What follows belongs to an exercise in optimizing a design on an open flow for small area; a production flow would make more cautious choices. The RTL was checked by simulation tests, not by an equivalence proof against the original design. Power figures rest on the tool's default switching activity, not on a simulated workload.

// bp_top
module bp_top (
	input logic clk,
	input logic rst_n,
	input bp_pkg::alu_op_t i_alu_op,
	input bp_pkg::pc_t i_pc,
	input bp_pkg::pc_t i_imm,
	input logic i_resolve,
	input logic i_taken,
	output logic o_pred_taken,
	output bp_pkg::pc_t o_next_pc
);
For scale: ~2400 cells after synthesis, roughly 690 flip-flops, about 110 I/O pins.
clock: 7.0 ns
lec_check: 0
cap_margin: 5
core_margin: 2
core_utilization: 60
cts_buf_list: sky130_fd_sc_hd__clkbuf_16
cts_cluster_diameter: 80
cts_cluster_size: 30
gpl_timing_driven: 0
setup_slack_margin: 0.05
slew_margin: 5
synth_hierarchical: 1
standard.sh (not shown) runs the stock make flow with config.mk's settings and CLKGATE_MAP_FILE= SYNTH_SCRIPT=/design/flow/synth_recipe.tcl, a recipe that flattens the netlist after the stock synthesis.
==> flow/flow/run.sh <==
#!/bin/bash
# Standard ORFS layout with three changes: yosys/abc buffers are removed at floorplan
# (repair_design re-buffers what needs it), ports get the smallest buffer cell, and
# CTS adds no dummy loads. Each tool's output stays in orfs/logs; make's own output
# goes to standard.log.
set -euo pipefail
export REMOVE_ABC_BUFFERS=1
export RECOVER_POWER=100
export POST_GLOBAL_ROUTE_TCL="$PWD/flow/post_grt.tcl"
export BUFFER_PORTS_ARGS="-buffer_cell sky130_fd_sc_hd__buf_1"
export CTS_ARGS="-sink_clustering_enable -repair_clock_nets -sink_clustering_size 30 -sink_clustering_max_diameter 80 -buf_list sky130_fd_sc_hd__clkbuf_16 -dont_use_dummy_load"
bash standard.sh > standard.log 2>&1
==> flow/flow/post_grt.tcl <==
# After power recovery has downsized gates with slack, fix any slew or load
# that the downsizing pushed over the limits, then setup timing again.
global_route -start_incremental
repair_design -slew_margin 5 -cap_margin 5 -match_cell_footprint -verbose
detailed_placement
global_route -end_incremental
estimate_parasitics -global_routing
global_route -start_incremental
repair_timing -setup -setup_margin 0.05 -match_cell_footprint -verbose
detailed_placement
global_route -end_incremental
estimate_parasitics -global_routing
==> next run, changes <==
--- a/flow/flow/run.sh
+++ b/flow/flow/run.sh
@@ -7,4 +7,2 @@
 export REMOVE_ABC_BUFFERS=1
-export RECOVER_POWER=100
-export POST_GLOBAL_ROUTE_TCL="$PWD/flow/post_grt.tcl"
 export BUFFER_PORTS_ARGS="-buffer_cell sky130_fd_sc_hd__buf_1"
--- a/flow/config.mk
+++ b/flow/config.mk
@@ -7,3 +7,3 @@
 export LEC_CHECK = 0
-export CAP_MARGIN = 5
+export CAP_MARGIN = 0
 export CORE_MARGIN = 2
@@ -15,3 +15,3 @@
 export SETUP_SLACK_MARGIN = 0.05
-export SLEW_MARGIN = 5
+export SLEW_MARGIN = 0
 export SYNTH_HIERARCHICAL = 1
removed: flow/flow/post_grt.tcl
The new run produced a layout that fails on max-capacitance violations, max-slew violations; power grows by about 2%; synthesized area stays the same; register-to-register slack improves by 40 ps; sequential share of layout area shrinks by 0.53 points; count of clock-buffer cells in the layout grows by 1; worst hold slack barely changes; routed wire length hardly moves.
==> next run, changes <==
--- a/flow/flow/run.sh
+++ b/flow/flow/run.sh
@@ -7,2 +7,3 @@
 export REMOVE_ABC_BUFFERS=1
+export RECOVER_POWER=100
 export BUFFER_PORTS_ARGS="-buffer_cell sky130_fd_sc_hd__buf_1"
--- a/flow/config.mk
+++ b/flow/config.mk
@@ -7,3 +7,3 @@
 export LEC_CHECK = 0
-export CAP_MARGIN = 0
+export CAP_MARGIN = 5
 export CORE_MARGIN = 2
@@ -15,3 +15,3 @@
 export SETUP_SLACK_MARGIN = 0.05
-export SLEW_MARGIN = 0
+export SLEW_MARGIN = 5
 export SYNTH_HIERARCHICAL = 1
The new run ran to the end with violations: max-capacitance violations, max-slew violations.
Critical path depth stays the same.
Setup slack improves by 10 ps.
Area after synthesis does not change.
Total power came out lower by a few percent.
==> next run, changes <==
--- a/flow/flow/run.sh
+++ b/flow/flow/run.sh
@@ -7,4 +7,3 @@
 export REMOVE_ABC_BUFFERS=1
-export RECOVER_POWER=100
-export BUFFER_PORTS_ARGS="-buffer_cell sky130_fd_sc_hd__buf_1"
+export BUFFER_PORTS_ARGS="-buffer_cell sky130_fd_sc_hd__buf_2"
 export CTS_ARGS="-sink_clustering_enable -repair_clock_nets -sink_clustering_size 30 -sink_clustering_max_diameter 80 -buf_list sky130_fd_sc_hd__clkbuf_16 -dont_use_dummy_load"
--- a/flow/config.mk
+++ b/flow/config.mk
@@ -7,3 +7,3 @@
 export LEC_CHECK = 0
-export CAP_MARGIN = 5
+export CAP_MARGIN = 0
 export CORE_MARGIN = 2
@@ -15,3 +15,3 @@
 export SETUP_SLACK_MARGIN = 0.05
-export SLEW_MARGIN = 5
+export SLEW_MARGIN = 0
 export SYNTH_HIERARCHICAL = 1
Now the flow finished clean.
Hold slack stays flat.
Die area does not change.
Worst setup slack gains 32 ps.

---

The RTL this note starts from:
==> flow/design.v <==
`timescale 1ns/1ps
package bp_pkg;
	typedef logic [5:0] alu_op_t;
	localparam alu_op_t OP_BEQ = 6'b001011;
	localparam alu_op_t OP_BLT = 6'b001100;
	localparam alu_op_t OP_BGE = 6'b001101;
	localparam int PC_W = 32;
	typedef logic [PC_W-1:0] pc_t;
	localparam int MAX_IDX_W = 8;
	localparam int TAG_W = 4;
	localparam int MAX_HIST = 32;
	typedef logic [1:0] ctr2_t;
	localparam ctr2_t BASE_INIT = 2'd2;
	typedef logic [2:0] ctr3_t;
	localparam ctr3_t CTR3_TAKEN_MIN = 3'd4;
	localparam ctr3_t ALLOC_TAKEN = 3'd4;
	localparam ctr3_t ALLOC_NOT_TAKEN = 3'd3;
	typedef enum logic [1:0] {
		PROV_BASE = 2'd0,
		PROV_T1 = 2'd1,
		PROV_T2 = 2'd2
	} provider_e;
	typedef struct packed {
		logic valid;
		logic [TAG_W-1:0] tag;
		ctr3_t ctr;
	} tage_entry_t;
	typedef struct packed {
		logic hit;
		ctr3_t ctr;
	} tag_lookup_t;
	typedef struct packed {
		logic valid;
		logic [MAX_IDX_W-1:0] base_idx;
		logic [MAX_IDX_W-1:0] t1_idx;
		logic [TAG_W-1:0] t1_tag;
		logic [MAX_IDX_W-1:0] t2_idx;
		logic [TAG_W-1:0] t2_tag;
		provider_e provider;
		logic pred_taken;
		ctr3_t prov_ctr;
	} branch_rec_t;
	function automatic ctr2_t ctr2_next(input ctr2_t c, input logic up);
		if (up && (c != 2'd3))
			ctr2_next = c + 2'd1;
		else if (!up && (c != 2'd0))
			ctr2_next = c - 2'd1;
		else
			ctr2_next = c;
	endfunction
	function automatic ctr3_t ctr3_next(input ctr3_t c, input logic up);
		if (up && (c != 3'd7))
			ctr3_next = c + 3'd1;
		else if (!up && (c != 3'd0))
			ctr3_next = c - 3'd1;
		else
			ctr3_next = c;
	endfunction
	function automatic logic [MAX_IDX_W-1:0] fold_hist(input logic [MAX_HIST-1:0] hist,
			input int len, input int width);
		logic [MAX_IDX_W-1:0] res;
		res = '0;
		for (int i = 0; i < MAX_HIST; i++) begin
			if (i < len)
				res[i % width] = res[i % width] ^ hist[i];
		end
		fold_hist = res;
	endfunction
endpackage
`timescale 1ns/1ps
`timescale 1ns/1ps
`timescale 1ns/1ps
`timescale 1ns/1ps
`timescale 1ns/1ps
`timescale 1ns/1ps
module bp_top (
	input logic clk,
	input logic rst_n,
	input bp_pkg::alu_op_t i_alu_op,
	input bp_pkg::pc_t i_pc,
	input bp_pkg::pc_t i_imm,
	input logic i_resolve,
	input logic i_taken,
	output logic o_pred_taken,
	output bp_pkg::pc_t o_next_pc
);
	logic [15:0] hist_q;
	logic [1:0] base_q [64];
	logic [31:0] t1_v_q;
	logic [3:0] t1_tag_q [32];
	logic [2:0] t1_ctr_q [32];
	logic [31:0] t2_v_q;
	logic [3:0] t2_tag_q [32];
	logic [2:0] t2_ctr_q [32];
	logic rec_v_q;
	logic [5:0] rec_base_idx_q;
	logic [4:0] rec_t1_idx_q;
	logic [3:0] rec_t1_tag_q;
	logic [4:0] rec_t2_idx_q;
	logic [3:0] rec_t2_tag_q;
	logic rec_p1_q;    
	logic rec_p2_q;    
	logic [2:0] rec_ctr_q;
	logic [4:0] f1_idx, f2_idx;
	logic [3:0] f1_tag, f2_tag;
	assign f1_idx = {hist_q[4], hist_q[3], hist_q[2] ^ hist_q[7], hist_q[1] ^ hist_q[6],
		hist_q[0] ^ hist_q[5]};
	assign f1_tag = {hist_q[3] ^ hist_q[7], hist_q[2] ^ hist_q[6], hist_q[1] ^ hist_q[5],
		hist_q[0] ^ hist_q[4]};
	assign f2_idx = {hist_q[4] ^ hist_q[9] ^ hist_q[14],
		hist_q[3] ^ hist_q[8] ^ hist_q[13],
		hist_q[2] ^ hist_q[7] ^ hist_q[12],
		hist_q[1] ^ hist_q[6] ^ hist_q[11],
		hist_q[0] ^ hist_q[5] ^ hist_q[10] ^ hist_q[15]};
	assign f2_tag = {hist_q[3] ^ hist_q[7] ^ hist_q[11] ^ hist_q[15],
		hist_q[2] ^ hist_q[6] ^ hist_q[10] ^ hist_q[14],
		hist_q[1] ^ hist_q[5] ^ hist_q[9] ^ hist_q[13],
		hist_q[0] ^ hist_q[4] ^ hist_q[8] ^ hist_q[12]};
	logic [5:0] base_idx;
	logic [4:0] t1_idx, t2_idx;
	logic [3:0] t1_tag, t2_tag;
	assign base_idx = i_pc[7:2];
	assign t1_idx = i_pc[6:2] ^ f1_idx;
	assign t2_idx = i_pc[6:2] ^ f2_idx;
	assign t1_tag = i_pc[10:7] ^ f1_tag;
	assign t2_tag = i_pc[10:7] ^ f2_tag;
	logic [1:0] base_rd;
	logic [2:0] t1_ctr, t2_ctr;
	logic t1_hit, t2_hit;
	assign base_rd = base_q[base_idx];
	assign t1_ctr = t1_ctr_q[t1_idx];
	assign t2_ctr = t2_ctr_q[t2_idx];
	assign t1_hit = t1_v_q[t1_idx] && (t1_tag_q[t1_idx] == t1_tag);
	assign t2_hit = t2_v_q[t2_idx] && (t2_tag_q[t2_idx] == t2_tag);
	logic is_branch;
	logic prov_dir;
	logic [2:0] prov_ctr;
	assign is_branch = (i_alu_op == bp_pkg::OP_BEQ) || (i_alu_op == bp_pkg::OP_BLT) ||
		(i_alu_op == bp_pkg::OP_BGE);
	always_comb begin
		if (t2_hit)
			prov_ctr = t2_ctr;
		else if (t1_hit)
			prov_ctr = t1_ctr;
		else
			prov_ctr = {1'b0, ~base_rd[1], base_rd[0]};
	end
	assign prov_dir = (t2_hit || t1_hit) ? prov_ctr[2] : prov_ctr[1];
	assign o_pred_taken = is_branch && prov_dir;
	assign o_next_pc = o_pred_taken ? (i_pc + i_imm) : i_pc;
	logic upd, rec_dir, mispred;
	logic base_we, t1_we, t2_we;
	logic [1:0] base_wd;
	logic [2:0] t1_wd, t2_wd;
	logic [2:0] alloc_ctr;
	logic [2:0] step3;
	logic [1:0] step2;
	assign upd = i_resolve && rec_v_q;
	assign rec_dir = (rec_p1_q || rec_p2_q) ? rec_ctr_q[2] : rec_ctr_q[1];
	assign mispred = rec_dir != i_taken;
	assign alloc_ctr = i_taken ? 3'd4 : 3'd3;
	assign step3 = bp_pkg::ctr3_next(rec_ctr_q, i_taken);
	assign step2 = bp_pkg::ctr2_next(rec_ctr_q[1:0], i_taken);
	assign base_we = upd && !rec_p1_q && !rec_p2_q;
	assign t1_we = upd && (rec_p1_q || (!rec_p2_q && mispred));
	assign t2_we = upd && (rec_p2_q || (rec_p1_q && mispred));
	assign base_wd = {~step2[1], step2[0]};
	assign t1_wd = rec_p1_q ? step3 : alloc_ctr;
	assign t2_wd = rec_p2_q ? step3 : alloc_ctr;
	always_ff @(posedge clk or negedge rst_n) begin
		if (!rst_n) begin
			for (int i = 0; i < 64; i++)
				base_q[i] <= 2'd0;
		end else if (base_we) begin
			base_q[rec_base_idx_q] <= base_wd;
		end
	end
	always_ff @(posedge clk or negedge rst_n) begin
		if (!rst_n) begin
			t1_v_q <= '0;
			t2_v_q <= '0;
		end else begin
			for (int i = 0; i < 32; i++) begin
				if (t1_we && (rec_t1_idx_q == 5'(i)))
					t1_v_q[i] <= 1'b1;
				if (t2_we && (rec_t2_idx_q == 5'(i)))
					t2_v_q[i] <= 1'b1;
			end
		end
	end
	always_ff @(posedge clk) begin
		if (t1_we) begin
			t1_tag_q[rec_t1_idx_q] <= rec_t1_tag_q;
			t1_ctr_q[rec_t1_idx_q] <= t1_wd;
		end
		if (t2_we) begin
			t2_tag_q[rec_t2_idx_q] <= rec_t2_tag_q;
			t2_ctr_q[rec_t2_idx_q] <= t2_wd;
		end
	end
	always_ff @(posedge clk or negedge rst_n) begin
		if (!rst_n)
			hist_q <= '0;
		else if (i_resolve)
			hist_q <= {hist_q[14:0], i_taken};
	end
	always_ff @(posedge clk or negedge rst_n) begin
		if (!rst_n)
			rec_v_q <= 1'b0;
		else if (is_branch)
			rec_v_q <= 1'b1;
		else if (i_resolve)
			rec_v_q <= 1'b0;
	end
	always_ff @(posedge clk) begin
		if (is_branch) begin
			rec_base_idx_q <= base_idx;
			rec_t1_idx_q <= t1_idx;
			rec_t1_tag_q <= t1_tag;
			rec_t2_idx_q <= t2_idx;
			rec_t2_tag_q <= t2_tag;
			rec_p1_q <= t1_hit && !t2_hit;
			rec_p2_q <= t2_hit;
			rec_ctr_q <= prov_ctr;
		end
	end
endmodule
clock: 7.0 ns
lec_check: 0
cap_margin: 20
core_margin: 2
core_utilization: 40
setup_slack_margin: 0
slew_margin: 20
run.sh (not shown) runs the stock make flow with config.mk's settings and CLKGATE_MAP_FILE= SYNTH_SCRIPT=/design/flow/synth_recipe.tcl, a recipe that flattens the netlist after the stock synthesis.
Stock flow here: none of the scripts above is used.
Change:
--- a/flow/config.mk
+++ b/flow/config.mk
@@ -10,2 +10,6 @@
-export CORE_UTILIZATION = 40
-export SETUP_SLACK_MARGIN = 0
+export CORE_UTILIZATION = 60
+export CTS_BUF_LIST = sky130_fd_sc_hd__clkbuf_16
+export CTS_CLUSTER_DIAMETER = 80
+export CTS_CLUSTER_SIZE = 30
+export GPL_TIMING_DRIVEN = 0
+export SETUP_SLACK_MARGIN = 0.05
Worst setup slack gets better by 0.056 ns.
Wire length is higher by about 0.5%.
Synthesized area is unchanged.
Synthesized cell count does not change.
Change:
--- a/flow/config.mk
+++ b/flow/config.mk
@@ -10,6 +10,3 @@
-export CORE_UTILIZATION = 60
-export CTS_BUF_LIST = sky130_fd_sc_hd__clkbuf_16
-export CTS_CLUSTER_DIAMETER = 80
-export CTS_CLUSTER_SIZE = 30
-export GPL_TIMING_DRIVEN = 0
-export SETUP_SLACK_MARGIN = 0.05
+export CORE_UTILIZATION = 55
+export CTS_BUF_LIST = sky130_fd_sc_hd__clkbuf_4 sky130_fd_sc_hd__clkbuf_8
+export SETUP_SLACK_MARGIN = 0
What happened: Routed wire length is lower slightly. Total power came out higher by roughly a tenth. Utilization falls by 2.0 points. Register-to-register slack improves by 0.41 ns. Cell area is higher by a few percent. Hold slack gets worse by 0.0080 ns. Synthesized area stays the same. Synthesized cell count does not change. Sequential power hardly moves. Die area rises by a little under a tenth.
Change:
==> flow/flow/run.sh (new file) <==
#!/bin/bash
# Standard ORFS layout with three changes: yosys/abc buffers are removed at floorplan
# (repair_design re-buffers what needs it), ports get the smallest buffer cell, and
# CTS adds no dummy loads. Each tool's output stays in orfs/logs; make's own output
# goes to standard.log.
set -euo pipefail
export REMOVE_ABC_BUFFERS=1
export BUFFER_PORTS_ARGS="-buffer_cell sky130_fd_sc_hd__buf_1"
export CTS_ARGS="-sink_clustering_enable -repair_clock_nets -sink_clustering_size 30 -sink_clustering_max_diameter 80 -buf_list sky130_fd_sc_hd__clkbuf_16 -dont_use_dummy_load"
bash standard.sh > standard.log 2>&1
==> flow/standard.sh (new file) <==
#!/bin/bash
# synth_recipe.tcl (not shown) runs the flow's synth.tcl, then flattens the netlist and writes it again
# the make line also repeats each setting of config.mk as NAME=value (left out here)
make -C /OpenROAD-flow-scripts/flow DESIGN_CONFIG=/design/flow/config.mk WORK_HOME=/design/flow/orfs CLKGATE_MAP_FILE= SYNTH_SCRIPT=/design/flow/synth_recipe.tcl "${@:-finish}"
==> flow/config.mk (replaced) <==
export PLATFORM = sky130hd
export DESIGN_NAME = bp_top
export DESIGN_NICKNAME = bp_top
export VERILOG_FILES = /design/flow/design.v
export SDC_FILE = /design/flow/constraint.sdc
export NUM_CORES = 4
export LEC_CHECK = 0
export CAP_MARGIN = 0
export CORE_MARGIN = 2
export CORE_UTILIZATION = 60
export CTS_BUF_LIST = sky130_fd_sc_hd__clkbuf_16
export CTS_CLUSTER_DIAMETER = 80
export CTS_CLUSTER_SIZE = 30
export GPL_TIMING_DRIVEN = 0
export SETUP_SLACK_MARGIN = 0.05
export SLEW_MARGIN = 0
removed: flow/run.sh
What happened: The new run produced a clean layout; final cell count fell by roughly a tenth; total power fell by about a fifth; final area fell by a little under a tenth; wire length fell by a few percent; clock power fell by well over a third; area after synthesis stays the same; via count fell by a few percent.
Change:
--- a/flow/flow/run.sh
+++ b/flow/flow/run.sh
@@ -9 +9 @@
-export CTS_ARGS="-sink_clustering_enable -repair_clock_nets -sink_clustering_size 30 -sink_clustering_max_diameter 80 -buf_list sky130_fd_sc_hd__clkbuf_16 -dont_use_dummy_load"
+export CTS_ARGS="-sink_clustering_enable -repair_clock_nets -sink_clustering_size 20 -sink_clustering_max_diameter 50 -buf_list sky130_fd_sc_hd__clkbuf_8 -dont_use_dummy_load"
Outcome:
- sequential cell count stays the same
- via count is higher slightly
- sequential power stays flat
- synthesized cell count is unchanged
- total power fell slightly
Change:
==> flow/run.sh (new file) <==
#!/bin/bash
# synth_recipe.tcl (not shown) runs the flow's synth.tcl, then flattens the netlist and writes it again
# the make line also repeats each setting of config.mk as NAME=value (left out here)
make -C /OpenROAD-flow-scripts/flow DESIGN_CONFIG=/design/flow/config.mk WORK_HOME=/design/flow/orfs CLKGATE_MAP_FILE= SYNTH_SCRIPT=/design/flow/synth_recipe.tcl finish
--- a/flow/config.mk
+++ b/flow/config.mk
@@ -8 +8 @@
-export CAP_MARGIN = 0
+export CAP_MARGIN = 20
@@ -10 +10 @@
-export CORE_UTILIZATION = 60
+export CORE_UTILIZATION = 40
@@ -16 +16 @@
-export SLEW_MARGIN = 0
+export SLEW_MARGIN = 20
removed: flow/flow/run.sh
removed: flow/standard.sh
After rerunning:
- power is higher by about 5.5%
- synthesized area is unchanged
- final cell count is higher by about 13%
- global-route usage is lower by 7.1 points
- sequential power hardly moves
- cell area is higher by about 4%

==> port drivers added, routing unchanged <==
No port has a modelled driver above. Below, the same layouts with a new extraction and two added sets of constraints.
Step 1 (the two cells are an assumption about what drives the block):
set clk [get_ports {clk}]
set_driving_cell -lib_cell sky130_fd_sc_hd__clkbuf_16 $clk
set_driving_cell -lib_cell sky130_fd_sc_hd__buf_2 [delete_from_list [all_inputs] $clk]
Step 2, shift: input delay + t, output delay - t, t = (earliest + latest rising clock arrival at the registers) / 2. This alone moves slack from input paths to output paths.
Three values: no drivers, after step 1, after step 2; two values: the first two.
| run | t, ns | setup WS [ns] | worst setup path after step 2 | worst register clock-pin slew, ns | worst slew at a driven data input, ns |
|---|---|---|---|---|---|
| the first run of note 1 | 0.619 | 0.142 / 0.096 / 0.096 | input to output | 0.11 / 0.11 | 0.09 |
| the second run of note 1 | 0.619 | 0.124 / 0.085 / 0.085 | input to output | 0.11 / 0.11 | 0.08 |
| the third run of note 1 | 0.621 | 0.134 / 0.088 / 0.088 | input to output | 0.11 / 0.11 | 0.09 |
| the fourth run of note 1 | 0.627 | 0.166 / 0.135 / 0.135 | input to output | 0.11 / 0.11 | 0.11 |
| the first run of note 2 | 0.682 | 0.060 / 0.024 / 0.024 | input to output | 0.06 / 0.06 | 0.13 |
| the second run of note 2 | 0.701 | 0.116 / 0.086 / 0.086 | input to output | 0.12 / 0.12 | 0.06 |
| the third run of note 2 | 0.774 | 0.110 / 0.082 / 0.082 | input to output | 0.07 / 0.07 | 0.10 |
| the fourth run of note 2 | 0.614 | 0.170 / 0.029 / 0.029 | input to output | 0.11 / 0.11 | 0.14 |
| the fifth run of note 2 | 0.746 | 0.163 / 0.015 / 0.015 | input to output | 0.11 / 0.11 | 0.16 |
| the sixth run of note 2 | 0.655 | 0.143 / 0.120 / 0.120 | input to output | 0.12 / 0.12 | 0.13 |
For the fifth run of note 2, which loses most, drivers alone change the setup slack by -0.148 ns; drivers and shift together by -0.148 ns.
